What follows belongs to an exercise in optimizing a design on an open flow for small area, a short achievable clock period and few clock cycles; a production flow would make more cautious choices.
Only simulation tests tie the RTL to the original design; equivalence was not proved.

[flow/run.sh]
#!/bin/bash
# synth_recipe.tcl (not shown) runs the flow's synth.tcl, then flattens the netlist and writes it again
# the make line also repeats each setting of config.mk as NAME=value (left out here)
make -C /OpenROAD-flow-scripts/flow DESIGN_CONFIG=/design/flow/config.mk WORK_HOME=/design/flow/orfs CLKGATE_MAP_FILE= SYNTH_SCRIPT=/design/flow/synth_recipe.tcl finish
[flow/design.v]
`timescale 1ns / 1ps
`default_nettype none
package jeti_pkg;
  localparam int IMAGE_WIDTH  = 1024;
  localparam int IMAGE_HEIGHT = 1024;
  localparam int FRAC_BITS = 24;
  localparam logic signed [47:0] IMAGE_WIDTH_S  = 48'(IMAGE_WIDTH);
  localparam logic signed [47:0] IMAGE_HEIGHT_S = 48'(IMAGE_HEIGHT);
  localparam logic signed [47:0] TWO_Q24        = 48'sd2 <<< FRAC_BITS;
  localparam logic [64:0]        ESCAPE_Q48     = 65'd4 << 48;
  typedef enum logic [2:0] {
    REG_INVERSE_ZOOM     = 3'd0,
    REG_HORIZONTAL_SHIFT = 3'd1,
    REG_VERTICAL_SHIFT   = 3'd2,
    REG_CONSTANT_REAL    = 3'd3,
    REG_CONSTANT_IMAG    = 3'd4,
    REG_ITERATION_LIMIT  = 3'd5,
    REG_POWER_MODE       = 3'd6
  } reg_index_t;
  localparam logic [1:0] MODE_SQUARE = 2'd0;
  localparam logic [1:0] MODE_CUBE   = 2'd1;
  localparam logic [1:0] MODE_FOURTH = 2'd2;
  typedef struct packed {
    logic        [30:0] inverse_zoom;
    logic signed [20:0] horizontal_shift;
    logic signed [20:0] vertical_shift;
    logic signed [31:0] constant_real;
    logic signed [31:0] constant_imag;
    logic        [15:0] iteration_limit;
    logic        [1:0]  power_mode;
  } cfg_t;
  function automatic logic signed [31:0] sat32(input logic signed [47:0] v);
    logic signed [31:0] r;
    if (v > 48'sh0000_7FFF_FFFF) begin
      r = 32'sh7FFF_FFFF;
    end else if (v < -48'sh0000_8000_0000) begin
      r = -32'sh8000_0000;
    end else begin
      r = v[31:0];
    end
    sat32 = r;
  endfunction
endpackage
`default_nettype wire
`timescale 1ns / 1ps
`default_nettype none
module jeti_cfg (
  input  wire logic          clk,
  input  wire logic          rst,
  input  wire logic          cfg_write,
  input  wire logic [2:0]    cfg_index,
  input  wire logic [31:0]   cfg_data,
  output jeti_pkg::cfg_t     cfg
);
  always_ff @(posedge clk) begin
    if (rst) begin
      cfg.inverse_zoom     <= 31'd16777216;
      cfg.horizontal_shift <= '0;
      cfg.vertical_shift   <= '0;
      cfg.constant_real    <= '0;
      cfg.constant_imag    <= '0;
      cfg.iteration_limit  <= 16'd64;
      cfg.power_mode       <= jeti_pkg::MODE_SQUARE;
    end else if (cfg_write) begin
      case (cfg_index)
        jeti_pkg::REG_INVERSE_ZOOM:     cfg.inverse_zoom     <= cfg_data[30:0];
        jeti_pkg::REG_HORIZONTAL_SHIFT: cfg.horizontal_shift <= cfg_data[20:0];
        jeti_pkg::REG_VERTICAL_SHIFT:   cfg.vertical_shift   <= cfg_data[20:0];
        jeti_pkg::REG_CONSTANT_REAL:    cfg.constant_real    <= cfg_data;
        jeti_pkg::REG_CONSTANT_IMAG:    cfg.constant_imag    <= cfg_data;
        jeti_pkg::REG_ITERATION_LIMIT:  cfg.iteration_limit  <= cfg_data[15:0];
        jeti_pkg::REG_POWER_MODE:       cfg.power_mode       <= cfg_data[1:0];
        default: begin
        end
      endcase
    end
  end
endmodule
`default_nettype wire
`timescale 1ns / 1ps
`default_nettype none
module jeti_mul (
  input  wire logic               clk,
  input  wire logic signed [31:0] op_a,
  input  wire logic signed [31:0] op_b,
  output      logic signed [63:0] prod
);
  always_ff @(posedge clk) begin
    prod <= op_a * op_b;
  end
endmodule
`default_nettype wire
`timescale 1ns / 1ps
`default_nettype none
module julia_escape_time_iterator_top (
  input  wire logic        clk,
  input  wire logic        rst,
  input  wire logic        start,
  output      logic        busy,
  input  wire logic [9:0]  pixel_col,
  input  wire logic [9:0]  pixel_row,
  output      logic        done,
  output      logic [15:0] iteration_count,
  input  wire logic        cfg_write,
  input  wire logic [2:0]  cfg_index,
  input  wire logic [31:0] cfg_data
);
  typedef enum logic [16:0] {
    S_IDLE = 17'h00001,
    S_MAPX = 17'h00002,
    S_MAPY = 17'h00004,
    S_MAPW = 17'h00008,
    S_LOOP = 17'h00010,
    S_XX   = 17'h00020,
    S_YY   = 17'h00040,
    S_XY   = 17'h00080,
    S_CHK  = 17'h00100,
    S_C1   = 17'h00200,
    S_C2   = 17'h00400,
    S_C3   = 17'h00800,
    S_Q1   = 17'h01000,
    S_Q2   = 17'h02000,
    S_Q3   = 17'h04000,
    S_Q4   = 17'h08000,
    S_Q5   = 17'h10000
  } state_t;
  jeti_pkg::cfg_t cfg;
  state_t             state, state_next;
  logic        [9:0]  col, row;
  logic signed [31:0] x, y;
  logic signed [63:0] xx, yy;
  logic        [25:0] x2, y2;
  logic signed [31:0] xy;
  logic signed [63:0] acc;
  logic        [15:0] count;
  logic signed [31:0] op_a, op_b;
  logic signed [63:0] prod;
  logic        [35:0] tx_q, ty_q;
  logic signed [31:0] tx, ty;
  logic signed [47:0] sx, sy;
  logic signed [31:0] izs;
  logic signed [31:0] cube_a, cube_b, four_d;
  logic signed [31:0] x2s, y2s;
  logic        [64:0] mag;
  logic               escaped;
  logic signed [47:0] cr, ci;
  logic signed [63:0] prod6;
  jeti_cfg u_cfg (
    .clk       (clk),
    .rst       (rst),
    .cfg_write (cfg_write),
    .cfg_index (cfg_index),
    .cfg_data  (cfg_data),
    .cfg       (cfg)
  );
  jeti_mul u_mul (
    .clk  (clk),
    .op_a (op_a),
    .op_b (op_b),
    .prod (prod)
  );
  assign busy = (state != S_IDLE);
  always_comb begin
    tx_q = 36'({col, 26'b0} / 36'(jeti_pkg::IMAGE_WIDTH));
    ty_q = 36'({row, 26'b0} / 36'(jeti_pkg::IMAGE_HEIGHT));
    tx   = jeti_pkg::sat32($signed({12'b0, tx_q}) - jeti_pkg::TWO_Q24);
    ty   = jeti_pkg::sat32($signed({12'b0, ty_q}) - jeti_pkg::TWO_Q24);
    sx   = 48'((48'(cfg.horizontal_shift) <<< jeti_pkg::FRAC_BITS)
               / jeti_pkg::IMAGE_WIDTH_S);
    sy   = 48'((48'(cfg.vertical_shift) <<< jeti_pkg::FRAC_BITS)
               / jeti_pkg::IMAGE_HEIGHT_S);
    izs  = $signed({1'b0, cfg.inverse_zoom});
    x2s  = $signed({6'b0, x2});
    y2s  = $signed({6'b0, y2});
    cube_a = x2s - 32'(3 * y2s);
    cube_b = 32'(3 * x2s) - y2s;
    four_d = x2s - y2s;
    mag     = {1'b0, xx} + {1'b0, yy};
    escaped = (mag >= jeti_pkg::ESCAPE_Q48);
    cr    = 48'(cfg.constant_real);
    ci    = 48'(cfg.constant_imag);
    prod6 = (prod <<< 2) + (prod <<< 1);
  end
  always_comb begin
    op_a = x;
    op_b = x;
    case (state)
      S_MAPX: begin
        op_a = tx;
        op_b = izs;
      end
      S_MAPY: begin
        op_a = ty;
        op_b = izs;
      end
      S_YY: begin
        op_a = y;
        op_b = y;
      end
      S_XY: begin
        op_a = x;
        op_b = y;
      end
      S_C1: begin
        op_a = x;
        op_b = cube_a;
      end
      S_C2: begin
        op_a = y;
        op_b = cube_b;
      end
      S_Q1: begin
        op_a = x2s;
        op_b = x2s;
      end
      S_Q2: begin
        op_a = y2s;
        op_b = y2s;
      end
      S_Q3: begin
        op_a = x2s;
        op_b = y2s;
      end
      S_Q4: begin
        op_a = xy;
        op_b = four_d;
      end
      default: begin
      end
    endcase
  end
  always_comb begin
    state_next = state;
    case (state)
      S_IDLE: if (start) state_next = S_MAPX;
      S_MAPX: state_next = S_MAPY;
      S_MAPY: state_next = S_MAPW;
      S_MAPW: state_next = S_LOOP;
      S_LOOP: state_next = (count >= cfg.iteration_limit) ? S_IDLE : S_XX;
      S_XX:   state_next = S_YY;
      S_YY:   state_next = S_XY;
      S_XY:   state_next = S_CHK;
      S_CHK: begin
        if (escaped) begin
          state_next = S_IDLE;
        end else if (cfg.power_mode == jeti_pkg::MODE_CUBE) begin
          state_next = S_C1;
        end else if (cfg.power_mode == jeti_pkg::MODE_FOURTH) begin
          state_next = S_Q1;
        end else begin
          state_next = S_LOOP;
        end
      end
      S_C1:   state_next = S_C2;
      S_C2:   state_next = S_C3;
      S_C3:   state_next = S_LOOP;
      S_Q1:   state_next = S_Q2;
      S_Q2:   state_next = S_Q3;
      S_Q3:   state_next = S_Q4;
      S_Q4:   state_next = S_Q5;
      S_Q5:   state_next = S_LOOP;
      default: state_next = S_IDLE;
    endcase
  end
  always_ff @(posedge clk) begin
    if (rst) begin
      state <= S_IDLE;
      done  <= 1'b0;
    end else begin
      state <= state_next;
      done  <= ((state == S_LOOP) && (count >= cfg.iteration_limit)) ||
               ((state == S_CHK) && escaped);
    end
  end
  always_ff @(posedge clk) begin
    case (state)
      S_IDLE: begin
        if (start) begin
          col   <= pixel_col;
          row   <= pixel_row;
          count <= '0;
        end
      end
      S_MAPY: x <= jeti_pkg::sat32(48'(prod >>> jeti_pkg::FRAC_BITS) + sx);
      S_MAPW: y <= jeti_pkg::sat32(48'(prod >>> jeti_pkg::FRAC_BITS) + sy);
      S_YY:   xx <= prod;
      S_XY:   yy <= prod;
      S_CHK: begin
        x2 <= xx[49:24];
        y2 <= yy[49:24];
        xy <= 32'(prod >>> jeti_pkg::FRAC_BITS);
        if (!escaped && cfg.power_mode != jeti_pkg::MODE_CUBE &&
            cfg.power_mode != jeti_pkg::MODE_FOURTH) begin
          x     <= jeti_pkg::sat32(48'((xx - yy) >>> jeti_pkg::FRAC_BITS) + cr);
          y     <= jeti_pkg::sat32(48'(prod >>> (jeti_pkg::FRAC_BITS - 1)) + ci);
          count <= count + 16'd1;
        end
      end
      S_C2: acc <= prod;
      S_C3: begin
        x     <= jeti_pkg::sat32(48'(acc >>> jeti_pkg::FRAC_BITS) + cr);
        y     <= jeti_pkg::sat32(48'(prod >>> jeti_pkg::FRAC_BITS) + ci);
        count <= count + 16'd1;
      end
      S_Q2: acc <= prod;
      S_Q3: acc <= acc + prod;
      S_Q4: acc <= acc - prod6;
      S_Q5: begin
        x     <= jeti_pkg::sat32(48'(acc >>> jeti_pkg::FRAC_BITS) + cr);
        y     <= jeti_pkg::sat32(48'(prod >>> (jeti_pkg::FRAC_BITS - 2)) + ci);
        count <= count + 16'd1;
      end
      default: begin
      end
    endcase
  end
  assign iteration_count = count;
endmodule
`default_nettype wire
[flow/constraint.sdc]
create_clock -name core_clock -period 13.0 [get_ports {clk}]
set_input_delay 2.6000 -clock core_clock [delete_from_list [all_inputs] [get_ports {clk}]]
set_output_delay 2.6000 -clock core_clock [all_outputs]
set_load 0.01 [all_outputs]
[flow/config.mk]
export PLATFORM = sky130hd
export DESIGN_NAME = julia_escape_time_iterator_top
export DESIGN_NICKNAME = julia_escape_time_iterator_top
export VERILOG_FILES = /design/flow/design.v
export SDC_FILE = /design/flow/constraint.sdc
export NUM_CORES = 4
export LEC_CHECK = 0
export CAP_MARGIN = 20
export CORE_MARGIN = 2
export CORE_UTILIZATION = 40
export SLEW_MARGIN = 20
==> flow_metrics.py <==
metrics = {
    "synthesis": {
        "async_reset_ff_frac": 0,
        "yosysMostFrequentCell": "inv_1",
        "post_synth.cell_area_avg_sq_um": 8.53,
        "yosysSeqAreaShare": 0.172,
        "netlist.area_leader.share": 0.259,
        "ys_top_cells_by_count": "inv_1 (1647), nand2_1 (1353), fa_1 (1205), nor2_1 (854), ha_1 (786)",
        "synth_top_flop_cell": "edfxtp_1",
        "netlist_area_sq_um": 93200,
        "synth_area_leaders": "fa_1 (26%), edfxtp_1 (12%), ha_1 (11%)",
        "synth_nets": 12966,
        "ys_ff_latch": 613,
        "synthCells": 10916,
        "yosysWarnings": 3,
        "synth_cell_type_count": 102,
        "synth_edf_count": 376,
        "yosysTopAreaCell": "fa_1",
    },
    "setup_path": {
        "cp.arrival_ns": 13.12,
        "cp-start-kind": "flip-flop",
        "critPathMaxFanout": 12,
        "cpMaxStageDelayCell": "fa_1",
        "cp_common_cell": "fa_1",
        "critPathMaxStageDelay_ns": 0.57,
        "worstPathRequired_ns": 13.64,
        "critPathCaptureType": "flip-flop",
        "critPathTopFamily": "adder cells",
        "worst-path-buf-inv": 9,
        "critical_path_class": "flip-flop to flip-flop",
    },
    "sta": {
        "max_slew_margin": 0.175,
        "fmax_ghz": 0.0801,
        "fin_crit_ns": 12.48,
        "fin_setup_tns_ns": 0,
        "hold_viol": 0,
        "timing_max_transition_violations_final": 0,
        "finalCritPeriodShare": 0.960,
        "finClkSkew_ns": 0.0370,
        "tightestPinTransition_ns": 1.23,
        "finalSetupViolCount": 0,
    },
    "route": {
        "route.detailed.drc": 0,
        "first_pass_iters": 13,
        "routedWlPerCell_microns": 26.1,
        "final_antenna_net_count": 0,
        "dr.first_iter.drc_count": 8145,
        "vias_per_cell": 5.83,
        "totalWireLength_microns": 368000,
        "vias": 82118,
    },
    "finish": {
        "postLayoutCoreUtil": 0.440,
        "layout-drive-gt1-share": 0.0583,
        "area_delta_synth_final_pct": 9.68,
        "nFillCells": 22942,
        "fin_nets": 13027,
    },
    "clock_network": {
        "clock-sinks": 613,
        "cts-root-buf": "clkbuf_16",
        "clkLatencyLatePin_ns": 0.72,
        "hold_buffers": 0,
        "cts_max_level": 3,
        "clk_pin_slew_ns": 0.06,
        "tritoncts": "built",
        "cts.path.max_buffers": 3,
        "cts_buffers": 80,
    },
    "floorplanning": {
        "design.die.area_sq_um": 237000,
        "die_h_microns": 487,
        "die_x_microns": 487,
        "initial_core_util": 0.401,
        "core_sq_um": 232000,
        "ios": 77,
        "num_rows": 177,
    },
    "global_routing": {
        "grt_util_all_layers": 0.310,
        "grt_pass1_vias": 81743,
        "grt_pass1_wl_microns": 545000,
        "antenna_found_initial": 26,
        "grt_remaining_overflow": 0,
        "grt_max_degree": 90,
    },
    "placed_design": {
        "hpwl_microns": 300000,
        "place.gp.congestion": 1.02,
        "port_buffers": 76,
    },
    "run_status": {
        "status": "timing/DRC/antenna clean",
    },
    "worst_hold_path": {
        "hp-class": "flip-flop to flip-flop",
    },
    "run": {
        "drv_cap": 0,
    },
}
-- timing repair --
item | CTS | global route
setup buffers | 0 | 1
endpoints found under the setup margin | 0 | 10
gates resized for setup | 0 | 24
-- through the flow --
stage / std cells / hold WS, ns / worst slack [ns] / area (sq um)
final: 14096 / 0.455 / 0.517 / 102000
after global routing: 14090 / 0.478 / -0.0117 / 102000
after CTS: 14086 / 0.455 / 0.0652 / 102000
after detailed placement: 13936 / 0.447 / 0.193 / 99100
after global placement: 13935 / 0.443 / -0.0334 / 99100
after floorplan: 10916 / 0.434 / 0.584 / 93200
-- final cells by class --
| type | count | area [sq um] | share of cell area |
|---|---|---|---|
| multi-input cells | 8200 | 69500 | 0.681 |
| diodes | 8 | 20.0 | 0.000196 |
| clock inverters | 48 | 608 | 0.00595 |
| clock buffers | 102 | 2280 | 0.0223 |
| well taps | 3043 | 3810 | 0.0373 |
| repair buffers | 433 | 3700 | 0.0362 |
| inverters | 1649 | 6190 | 0.0606 |
| flip-flops and latches | 613 | 16000 | 0.157 |
-- kinds of logic after synthesis --
family | synth area share
AOI/OAI and AO/OA | 0.175
xor gates and xnor gates | 0.0483
adders and majority gates | 0.365
buffers and inverters | 0.0855
DFF | 0.172
muxes | 0.00228
and+or+nand+nor | 0.152
-- worst reg2reg max path: cells and delay by family, from the launching register on --
family	cells	cell delay (ns)
and+or+nand+nor	5	0.89
DFF	1	0.39
xor gates and xnor gates	2	0.32
adders and majority gates	11	5.15
AOI/OAI and AO/OA	17	4.61
buffers and inverters	9	1.06
-- cell usage in the layout, fill, tap and decap left out, types with 75 or more instances in the layout --
master / Yosys / routed
a22oi_1: 94 / 94
o21ai_0: 435 / 409
a21oi_1: 772 / 759
buf_4: 0 / 335
fa_1: 1205 / 1205
xnor2_1: 327 / 327
dfxtp_1: 237 / 237
o21bai_1: 86 / 84
a21o_1: 275 / 275
inv_1: 1647 / 1644
nor2_1: 854 / 845
edfxtp_1: 376 / 376
clkbuf_16: 0 / 87
xor2_1: 187 / 187
nand2_1: 1353 / 1351
nand4_1: 98 / 98
clkdlybuf4s50_1: 0 / 75
nor3_1: 127 / 124
o211ai_1: 76 / 76
nor2b_1: 80 / 80
nand3_1: 185 / 183
ha_1: 786 / 786
o21a_1: 126 / 125
a211oi_1: 81 / 79
nand2b_1: 124 / 124
-- registers in the layout, summed over array words and instances (netlist names) --
name	count
u_cfg.cfg	155
acc	64
u_mul.prod	64
xx	64
yy	64
x	32
xy	32
y	32
x2	26
y2	26
state	17
count	16
col	10
row	10
done	1
-- path summary, 6_finish.rpt --
check,start,endpoint,slack [ns],cells past startpoint
hold reg to reg,u_cfg.cfg[5]$_SDFFE_PP0P_,u_cfg.cfg[5]$_SDFFE_PP0P_,0.46,2
setup reg to reg,x2[0]$_DFFE_PP_,u_mul.prod[63]$_DFF_P_,0.52,44
hold / removal,u_cfg.cfg[5]$_SDFFE_PP0P_,u_cfg.cfg[5]$_SDFFE_PP0P_,0.46,2
setup / recovery,x2[0]$_DFFE_PP_,u_mul.prod[63]$_DFF_P_,0.52,44
-- layer usage --
| metal | wire length (microns) | GRT usage | vias up | share of wire |
|---|---|---|---|---|
| met5 | 71 | 0 | - | 0.00019 |
| met4 | 22600 | 0.161 | 10 | 0.061 |
| met3 | 29300 | 0.0510 | 742 | 0.080 |
| met2 | 161000 | 0.475 | 3527 | 0.44 |
| met1 | 155000 | 0.420 | 41112 | 0.42 |
| li1 | - | - | 36727 | - |
Testbench counts, summed over its fixed seeds: cycles 130,719.

==> what the ideal ports hide <==
The results above use ideal ports. As a check the final layout listed here was re-extracted and re-timed, cells and wires unchanged. Step 1: set_driving_cell puts a clkbuf_16 on clk and a buf_2 on each other input, an assumption about the parent block. Step 2 also shifts input and output timing later by t, the mid clock arrival at the registers, as if the neighbouring blocks saw the same clock. Slacks: ideal ports / drivers / drivers and shift; pairs: ideal ports / drivers.
t, ns: 0.808
setup slack, ns: 0.517 / 0.517 / 0.517
worst setup path after step 2: register to register
cell pins on the clock port's net: 1
After both steps this run still meets setup and hold. For this run, drivers alone change the setup slack by 0.000 ns; drivers and shift together by 0.000 ns.
